This design comes from an exercise in tuning for a short achievable clock period and few clock cycles per item on the open sky130 flow, not from production work.
Only simulation tests tie the RTL to the original design; equivalence was not proved.
No activity file was given, so power comes from the tool's default toggle rates.

==> flow/design.v <==
package mbp_pkg;
	localparam int ByteW      = 8;
	localparam int WordW      = 64;
	localparam int NumWords   = 7;
	localparam int LenW       = 6;
	localparam int WordSelW   = 3;
	localparam int CfgIdxW    = 3;
	localparam int MinPattern = 7;
	localparam int MaxPattern = 56;
	localparam int MatchReset = 2;
	localparam logic [CfgIdxW-1:0] CFG_LENGTH = 3'd0;
	localparam logic [ByteW-1:0] CH_COLON = 8'h3A;
	localparam logic [ByteW-1:0] CH_LF    = 8'h0A;
	localparam logic [ByteW-1:0] CH_CR    = 8'h0D;
	localparam logic [ByteW-1:0] CH_SPACE = 8'h20;
	typedef enum logic [2:0] {
		KIND_DATA  = 3'd0,
		KIND_NAME  = 3'd1,
		KIND_VALUE = 3'd2,
		KIND_EOL   = 3'd3,
		KIND_END   = 3'd4
	} kind_t;
	typedef enum logic [1:0] {
		SRC_INPUT   = 2'd0,
		SRC_PATTERN = 2'd1,
		SRC_HELD    = 2'd2,
		SRC_ZERO    = 2'd3
	} out_src_t;
	typedef struct packed {
		logic     mc_inc;
		logic     mc_clr;
		logic     sel_replay;
		logic     rep_clr;
		logic     rep_inc;
		logic     hold_load;
		logic     out_load;
		kind_t    out_kind;
		out_src_t out_src;
		logic     out_last;
	} cmd_t;
	typedef struct packed {
		logic restart;
		logic out_free;
		logic byte_hit;
		logic match_done;
		logic mc_zero;
		logic replay_last;
		logic is_colon;
		logic is_lf;
		logic is_cr;
		logic is_space;
	} sts_t;
endpackage
module mbp_dpath (
	input  logic                              clk,
	input  logic                              arst_n,
	input  logic                              cfg_we,
	input  logic [mbp_pkg::CfgIdxW-1:0]       cfg_index,
	input  logic [mbp_pkg::WordW-1:0]         cfg_data,
	input  logic [mbp_pkg::ByteW-1:0]         body_byte,
	input  logic                              out_stall,
	input  mbp_pkg::cmd_t                     cmd,
	output mbp_pkg::sts_t                     sts,
	output logic                              out_valid,
	output logic [2:0]                        kind,
	output logic [mbp_pkg::ByteW-1:0]         out_byte,
	output logic                              last
);
	localparam int LenW = mbp_pkg::LenW;
	logic [mbp_pkg::WordW-1:0]    pat_q [mbp_pkg::NumWords];
	logic [mbp_pkg::LenW-1:0]     len_q;
	logic [mbp_pkg::LenW-1:0]     mc_q;
	logic [mbp_pkg::LenW-1:0]     rep_q;
	logic [mbp_pkg::ByteW-1:0]    held_q;
	logic                         out_valid_q;
	mbp_pkg::kind_t               out_kind_q;
	logic [mbp_pkg::ByteW-1:0]    out_byte_q;
	logic                         out_last_q;
	logic [mbp_pkg::LenW-1:0]     mc_eff;
	logic [mbp_pkg::LenW-1:0]     rd_addr;
	logic [mbp_pkg::WordSelW-1:0] wsel;
	logic [mbp_pkg::ByteW-1:0]    pat_rd;
	logic [mbp_pkg::ByteW-1:0]    out_src_byte;
	logic                         len_wr;
	logic                         out_free;
	function automatic logic [mbp_pkg::LenW-1:0] clamp_len(input logic [mbp_pkg::LenW-1:0] v);
		logic [mbp_pkg::LenW-1:0] r;
		r = v;
		if (v < LenW'(mbp_pkg::MinPattern)) r = LenW'(mbp_pkg::MinPattern);
		if (v > LenW'(mbp_pkg::MaxPattern)) r = LenW'(mbp_pkg::MaxPattern);
		clamp_len = r;
	endfunction
	assign len_wr   = cfg_we && (cfg_index == mbp_pkg::CFG_LENGTH);
	assign out_free = !out_valid_q || !out_stall;
	assign mc_eff  = (mc_q >= len_q) ? '0 : mc_q;
	assign rd_addr = cmd.sel_replay ? rep_q : mc_eff;
	assign wsel    = (rd_addr[5:3] == 3'd7) ? 3'd0 : rd_addr[5:3];
	assign pat_rd  = pat_q[wsel][{rd_addr[2:0], 3'b000} +: mbp_pkg::ByteW];
	always_comb begin
		sts.restart     = len_wr;
		sts.out_free    = out_free;
		sts.byte_hit    = (body_byte == pat_rd);
		sts.match_done  = (LenW'(mc_eff + 6'd1) == len_q);
		sts.mc_zero     = (mc_eff == '0);
		sts.replay_last = (rep_q == LenW'(mc_eff - 6'd1));
		sts.is_colon    = (body_byte == mbp_pkg::CH_COLON);
		sts.is_lf       = (body_byte == mbp_pkg::CH_LF);
		sts.is_cr       = (body_byte == mbp_pkg::CH_CR);
		sts.is_space    = (body_byte == mbp_pkg::CH_SPACE);
	end
	always_ff @(posedge clk or negedge arst_n) begin
		if (!arst_n) begin
			len_q <= LenW'(mbp_pkg::MinPattern);
			for (int w = 0; w < mbp_pkg::NumWords; w++) begin
				pat_q[w] <= '0;
			end
		end else if (cfg_we) begin
			if (cfg_index == mbp_pkg::CFG_LENGTH) begin
				len_q <= clamp_len(cfg_data[mbp_pkg::LenW-1:0]);
			end else begin
				pat_q[cfg_index - 3'd1] <= cfg_data;
			end
		end
	end
	always_ff @(posedge clk or negedge arst_n) begin
		if (!arst_n) begin
			mc_q  <= LenW'(mbp_pkg::MatchReset);
			rep_q <= '0;
		end else begin
			if (len_wr) begin
				mc_q <= LenW'(mbp_pkg::MatchReset);
			end else if (cmd.mc_clr) begin
				mc_q <= '0;
			end else if (cmd.mc_inc) begin
				mc_q <= LenW'(mc_eff + 6'd1);
			end
			if (cmd.rep_clr) begin
				rep_q <= '0;
			end else if (cmd.rep_inc) begin
				rep_q <= LenW'(rep_q + 6'd1);
			end
		end
	end
	always_comb begin
		case (cmd.out_src)
			mbp_pkg::SRC_INPUT:   out_src_byte = body_byte;
			mbp_pkg::SRC_PATTERN: out_src_byte = pat_rd;
			mbp_pkg::SRC_HELD:    out_src_byte = held_q;
			default:              out_src_byte = '0;
		endcase
	end
	always_ff @(posedge clk or negedge arst_n) begin
		if (!arst_n) begin
			out_valid_q <= 1'b0;
		end else if (cmd.out_load) begin
			out_valid_q <= 1'b1;
		end else if (out_valid_q && !out_stall) begin
			out_valid_q <= 1'b0;
		end
	end
	always_ff @(posedge clk) begin
		if (cmd.hold_load) begin
			held_q <= body_byte;
		end
		if (cmd.out_load) begin
			out_kind_q <= cmd.out_kind;
			out_byte_q <= out_src_byte;
			out_last_q <= cmd.out_last;
		end
	end
	assign out_valid = out_valid_q;
	assign kind      = out_kind_q;
	assign out_byte  = out_byte_q;
	assign last      = out_last_q;
endmodule
module mbp_ctrl (
	input  logic          clk,
	input  logic          arst_n,
	input  logic          in_valid,
	input  mbp_pkg::sts_t sts,
	output logic          in_stall,
	output mbp_pkg::cmd_t cmd
);
	typedef enum logic [2:0] {
		ST_RUN    = 3'b001,
		ST_REPLAY = 3'b010,
		ST_TAIL   = 3'b100
	} state_t;
	typedef enum logic [3:0] {
		PH_PRE   = 4'b0001,
		PH_NAME  = 4'b0010,
		PH_VALUE = 4'b0100,
		PH_DATA  = 4'b1000
	} phase_t;
	state_t state_q, state_d;
	phase_t phase_q, phase_d;
	logic   vs_q, vs_d;
	logic   accept;
	assign in_stall = !((state_q == ST_RUN) && sts.out_free);
	assign accept   = in_valid && !in_stall;
	always_comb begin
		state_d        = state_q;
		phase_d        = phase_q;
		vs_d           = vs_q;
		cmd            = '0;
		cmd.out_kind   = mbp_pkg::KIND_DATA;
		cmd.out_src    = mbp_pkg::SRC_INPUT;
		cmd.sel_replay = (state_q == ST_REPLAY);
		case (state_q)
			ST_RUN: begin
				if (accept) begin
					case (phase_q)
						PH_PRE, PH_DATA: begin
							if (sts.byte_hit) begin
								if (sts.match_done) begin
									if (phase_q == PH_DATA) begin
										cmd.out_load = 1'b1;
										cmd.out_kind = mbp_pkg::KIND_END;
										cmd.out_src  = mbp_pkg::SRC_ZERO;
										cmd.out_last = 1'b1;
									end
									cmd.mc_clr = 1'b1;
									vs_d       = 1'b0;
									phase_d    = PH_NAME;
								end else begin
									cmd.mc_inc = 1'b1;
								end
							end else if (phase_q == PH_DATA && !sts.mc_zero) begin
								cmd.hold_load = 1'b1;
								cmd.rep_clr   = 1'b1;
								state_d       = ST_REPLAY;
							end else begin
								if (phase_q == PH_DATA) begin
									cmd.out_load = 1'b1;
									cmd.out_last = 1'b1;
								end
								cmd.mc_clr = 1'b1;
							end
						end
						PH_NAME: begin
							if (sts.is_colon) begin
								phase_d = PH_VALUE;
								vs_d    = 1'b0;
							end else if (sts.is_lf) begin
								phase_d = PH_DATA;
							end else if (!sts.is_cr) begin
								cmd.out_load = 1'b1;
								cmd.out_kind = mbp_pkg::KIND_NAME;
								cmd.out_last = 1'b1;
							end
						end
						default: begin
							if (sts.is_lf) begin
								cmd.out_load = 1'b1;
								cmd.out_kind = mbp_pkg::KIND_EOL;
								cmd.out_src  = mbp_pkg::SRC_ZERO;
								cmd.out_last = 1'b1;
								vs_d         = 1'b0;
								phase_d      = PH_NAME;
							end else if (sts.is_cr || (sts.is_space && !vs_q)) begin
							end else begin
								cmd.out_load = 1'b1;
								cmd.out_kind = mbp_pkg::KIND_VALUE;
								cmd.out_last = 1'b1;
								vs_d         = 1'b1;
							end
						end
					endcase
				end
			end
			ST_REPLAY: begin
				if (sts.out_free) begin
					cmd.out_load = 1'b1;
					cmd.out_src  = mbp_pkg::SRC_PATTERN;
					cmd.rep_inc  = 1'b1;
					if (sts.replay_last) begin
						state_d = ST_TAIL;
					end
				end
			end
			ST_TAIL: begin
				if (sts.out_free) begin
					cmd.out_load = 1'b1;
					cmd.out_src  = mbp_pkg::SRC_HELD;
					cmd.out_last = 1'b1;
					cmd.mc_clr   = 1'b1;
					state_d      = ST_RUN;
				end
			end
			default: begin
				state_d = ST_RUN;
			end
		endcase
		if (sts.restart) begin
			state_d = ST_RUN;
			phase_d = PH_PRE;
			vs_d    = 1'b0;
		end
	end
	always_ff @(posedge clk or negedge arst_n) begin
		if (!arst_n) begin
			state_q <= ST_RUN;
			phase_q <= PH_PRE;
			vs_q    <= 1'b0;
		end else begin
			state_q <= state_d;
			phase_q <= phase_d;
			vs_q    <= vs_d;
		end
	end
endmodule
module multipart_boundary_parser (
	input  logic                        clk,
	input  logic                        arst_n,
	input  logic                        cfg_we,
	input  logic [mbp_pkg::CfgIdxW-1:0] cfg_index,
	input  logic [mbp_pkg::WordW-1:0]   cfg_data,
	input  logic                        in_valid,
	output logic                        in_stall,
	input  logic [mbp_pkg::ByteW-1:0]   body_byte,
	output logic                        out_valid,
	input  logic                        out_stall,
	output logic [2:0]                  kind,
	output logic [mbp_pkg::ByteW-1:0]   out_byte,
	output logic                        last
);
	mbp_pkg::cmd_t cmd;
	mbp_pkg::sts_t sts;
	mbp_ctrl u_ctrl (
		.clk      (clk),
		.arst_n   (arst_n),
		.in_valid (in_valid),
		.sts      (sts),
		.in_stall (in_stall),
		.cmd      (cmd)
	);
	mbp_dpath u_dpath (
		.clk       (clk),
		.arst_n    (arst_n),
		.cfg_we    (cfg_we),
		.cfg_index (cfg_index),
		.cfg_data  (cfg_data),
		.body_byte (body_byte),
		.out_stall (out_stall),
		.cmd       (cmd),
		.sts       (sts),
		.out_valid (out_valid),
		.kind      (kind),
		.out_byte  (out_byte),
		.last      (last)
	);
endmodule
==> flow/run.sh <==
#!/bin/bash
# synth_recipe.tcl (not shown) runs the flow's synth.tcl, then flattens the netlist and writes it again
# the make line also repeats each setting of config.mk as NAME=value (left out here)
make -C /OpenROAD-flow-scripts/flow DESIGN_CONFIG=/design/flow/config.mk WORK_HOME=/design/flow/orfs CLKGATE_MAP_FILE= SYNTH_SCRIPT=/design/flow/synth_recipe.tcl finish
==> flow/config.mk <==
export PLATFORM = sky130hd
export DESIGN_NAME = multipart_boundary_parser
export DESIGN_NICKNAME = multipart_boundary_parser
export VERILOG_FILES = /design/flow/design.v
export SDC_FILE = /design/flow/constraint.sdc
export NUM_CORES = 4
export LEC_CHECK = 0
export CAP_MARGIN = 20
export CORE_MARGIN = 2
export CORE_UTILIZATION = 40
export SLEW_MARGIN = 20
==> flow/constraint.sdc <==
create_clock -name core_clock -period 5.5 [get_ports {clk}]
set_input_delay 1.1000 -clock core_clock [delete_from_list [all_inputs] [get_ports {clk}]]
set_output_delay 1.1000 -clock core_clock [all_outputs]
set_load 0.01 [all_outputs]
==> metrics.csv <==
metric,value,unit
run status,no timing/DRC/antenna violations,
Sum Neg Setup Slack,0,ps
DP Cell Count,2864,
arrival time at the worst endpoint,5680,ps
Lkg Pwr,0.0124,µW
worst setup slack after layout,150,ps
RePlAce Congestion,0.877,
simple-gate area share of the yosys netlist,6.88,%
CTS buffer count,54,
post-place setup slack,-388,ps
maximum clock rate,0.187,GHz
site row count,89,
area fraction of the dominant cell type after synthesis,48.8,%
"EDFF count, synth",20,
cell accounting for the most synthesized area,dfrtp_1,
number of buffers inserted by port buffering,93,
required time of the critical path,5830,ps
Pre-Repair DR Iteration Count,6,
hold buffers post-CTS,0,
mapped cell area,0.0241,mm²
met2 WL post-DR,36300,µm
DPL Wire Length,51100,µm
maximum number of pins on one net before global-route repair,124,
critical register-to-register path startpoint,u_dpath.len_q[2],
CTS tree,yes,
Worst setup SP type,flop,
highest-delay cell along the critical path,dfstp_2,
Die ar.,0.0621,mm²
"Primary FF master, synth",dfrtp_1,
worst reg-to-reg setup slack,150,ps
proportion of register bits with asynchronous set or reset after synthesis,96.0,%
cells on worst reg2reg path,20,
skew final,28.4,ps
Die X-Extent,249,µm
main combinational cell family by area after synthesis,multiplexers,
worst-path maximum fanout,19,
vias after detailed routing,18128,
H-tree levels,2,
wire length of the first global-routing pass,119000,µm
"top cells by area, synth","dfrtp_1 (49%), mux2_2 (22%), edfxtp_1 (2.5%), mux2i_1 (2.2%), nand2_1 (2.2%)",
cells traversed along the worst timing path,inv_1 -> ha_1 -> a21o_1 -> a2111oi_4 -> a21boi_4 -> buf_4 -> nor2_4 -> buf_12 -> a21oi_1 -> o22ai_1 -> o221a_2 -> o41ai_4 -> buf_4 -> a21oi_1 -> a22o_1 -> a2111o_1 -> nor3_4 -> mux2_2 -> o21ai_1 -> buf_4,
y dimension of the die,249,µm
syn nets,2084,
area share of xor/xnor cells in the synthesized design,0.873,%
effective utilization at floorplan,40.6,%
max-slew violation total from the final report,0,
clk sink count,495,
sequential area share after synthesis,51.9,%
number of distinct library cells after synthesis,95,
maximum capacitance violations,0,
synth warn,3,
number of top-level design ports,94,
Overall Global Routing Usage,25.2,%
layout overhead on the synthesized area,20.8,%
Max Buffers Root-to-Sink,3,
via count of the first global-routing pass,18401,
transition time at the pin with the least slew margin,972,ps
RR Endpoint,u_dpath.out_kind_q[2],
CP dominant cell by count,buf_4,
routed length on met3,5080,µm
Filler cells,5234,
Diodes inserted,0,
detailed-route DRC error count,0,
post-route ant nets,0,
post-layout utilization of the core,49.0,%
fraction of layout cells with a size suffix above 1,35.2,%
M1 WL,34600,µm
antenna violations before repair,1,
element type at the critical path end,flop,
area share of fa/ha/maj cells after synthesis,0.520,%
Max VDD drop,0.259,mV
average wire per standard cell,26.6,µm
final period utilization,97.3,%
Final Hold Vio Count,0,
clock period minus final worst setup slack,5350,ps
share of the synthesized area in compound gates (AO/OA/AOI/OAI),12.7,%
clock transition at the registers of the reported paths,60,ps
non-filler instance count after layout,2973,
Setup-failing EPs final,0,
synthesized netlist cell count,1994,
clock tree root buffer cell,clkbuf_16,
multiplexer share of the synthesized area,24.3,%
Setup Crit Path Kind,reg2reg,
pwr/cell area,400,mW/mm²
classification of the worst-slack hold path,in2async,
routed wire length,79100,µm
synthesized area per cell,12.1,µm²
number of nets in the layout,2247,
Via-to-Cell Ratio,6.10,
Highest Signal Layer,met4,
final global-route overflow total,0,
Max transition margin,35.0,%
Std-Cell Core Area,0.0592,mm²
Crit path largest cell delay,540,ps
first-iteration detailed-routing DRC count,1800,
number of storage elements in the synthesis netlist,495,
Clock Latency Late Sink,630,ps
[through the flow]
stage | hold WS (ps) | instance area (µm²) | total power [µW]
finish | 458 | 29100 | 11600
global route | 494 | 29100 | 12100
CTS | 465 | 28800 | 11600
detailed placement | 484 | 26900 | 7760
global placement | 479 | 26900 | 7650
floorplan | 471 | 24100 | 6620
[layer usage]
metal,up-vias,global-route usage (%)
met2,735,39.8
met5,-,0
met3,183,4.24
met1,9405,34.5
li1,7805,-
met4,0,10.3
[cells in the final DEF, fill, tap and decap left out, drive strengths merged, types with 17 or more instances in the layout]
cell | netlist | layout
mux2 | 472 | 472
dfrtp | 469 | 469
buf | 43 | 159
nand2 | 141 | 141
o21ai | 108 | 108
clkdlybuf4s50 | 0 | 92
a21oi | 81 | 81
clkbuf | 101 | 75
mux2i | 54 | 54
nor2 | 53 | 53
nand3 | 42 | 42
a221oi | 32 | 32
a31oi | 29 | 29
o211ai | 25 | 25
inv | 22 | 25
edfxtp | 20 | 20
o22ai | 17 | 17
[final cells by class]
type                       instances  area [µm²]  area share [%]
inverter                          22        82.6           0.284
sequential                       495       12500            43.0
clock inverter                    24         304            1.05
multi-input combinational       1333       11100            38.2
tap                              773         967            3.33
timing repair buffer             251        2520            8.68
clock buffer                      75        1580            5.45
[sequential cells by signal (all words and copies together), names as in the netlist]
name                 count
u_ctrl.phase_q           4
u_dpath.out_valid_q      1
u_ctrl.vs_q              1
u_dpath.out_last_q       1
u_ctrl.state_q           3
u_dpath.rep_q            6
u_dpath.out_byte_q       8
u_dpath.len_q            6
u_dpath.mc_q             6
u_dpath.held_q           8
u_dpath.out_kind_q       3
u_dpath.pat_q          448
[timing repair]
item / 4_1_cts / 5_1_grt
gates cloned: 0 / 0
gates resized for setup: 4 / 21
endpoints found under the setup margin: 47 / 33
pin swaps: 0 / 6
buffers inserted: 0 / 10
[cells by family after synthesis]
family                   after synthesis
multiplexers                         526
flip-flops                           495
AO/OA/AOI/OAI                        442
AND/OR/NAND/NOR                      331
buffers and inverters                166
XOR/XNOR                              24
adder cells (fa/ha/maj)               10
[synthesized netlist by cell type, types with 5 or more instances]
master and instances:
nand4_1 6, o21ai_0 86, or3_1 7, a2111oi_0 6, xor2_1 9, and2_1 16, nand3_1 42, o22ai_1 17
dfstp_2 6, a21oi_1 81, a211oi_1 14, a21o_1 7, ha_1 10, nor3_1 12, buf_2 33, a32oi_1 15
mux2_2 467, o31ai_1 9, and3_1 9, o21ai_1 21, nand4b_1 5, xnor2_1 15, mux2_1 5, dfrtp_1 469
o211ai_1 23, buf_1 7, a221oi_1 32, a22oi_1 10, mux2i_1 54, edfxtp_1 20, nand2b_1 5, nor4_1 7
a31oi_1 29, o22a_1 5, nand2_1 140, inv_1 22, nor2_1 48, clkbuf_1 100, a211o_1 7, o221ai_1 9
a222oi_1 8
[report_power, final]
| part | switching (µW) | internal [µW] | leakage, µW |
|---|---|---|---|
| Clock | 1560 | 2290 | 0.000930 |
| Combinational | 1280 | 1360 | 0.00554 |
| Sequential | 518 | 4610 | 0.00590 |
[worst max path at each step]
stage / end / cells after the start / from
global placement: u_dpath.out_byte_q[3] / 19 / u_dpath.len_q[4]
global route: u_dpath.out_kind_q[2] / 20 / u_dpath.len_q[2]
CTS: u_dpath.out_kind_q[2] / 20 / u_dpath.len_q[2]
finish: u_dpath.out_kind_q[2] / 20 / u_dpath.len_q[2]
detailed placement: u_dpath.out_byte_q[3] / 19 / u_dpath.len_q[4]
floorplan: u_dpath.out_byte_q[0] / 18 / u_dpath.mc_q[0]
[critical path: cells and delay by family (launching register included)]
kind            cells  cell delay, ps
buf+inv             5             830
simple gates        2             300
mux                 1             360
flops               1             540
fa+ha+maj           1             170
compound gates     11            2830
Testbench counts, summed over its fixed seeds: cycles 45,492, bytes 41,712.

## afterwards: timing with drivers on the ports
The results above use ideal ports. As a check the final layout listed here was re-extracted and re-timed, cells and wires unchanged. Step 1 sets driving cells, clkbuf_16 on the clock port and buf_2 on the other inputs (assumed; they add their load-dependent delay and slew). Step 2 times the ports against the registers' clock, not the clock port: input delays grow and output delays shrink by t, the midpoint of the rising clock arrivals with the driver on. a / b / c = no drivers / after step 1 / after step 2; a / b = the first two.
t (ns): 0.679
setup WS [ns]: 0.150 / 0.150 / 0.150
worst setup path at the end: register to register
latest minus earliest clock arrival (ns): 0.028 / 0.029
After both steps this run still meets setup and hold. For this run, drivers alone change the setup slack by 0.000 ns; drivers and shift together by 0.000 ns.
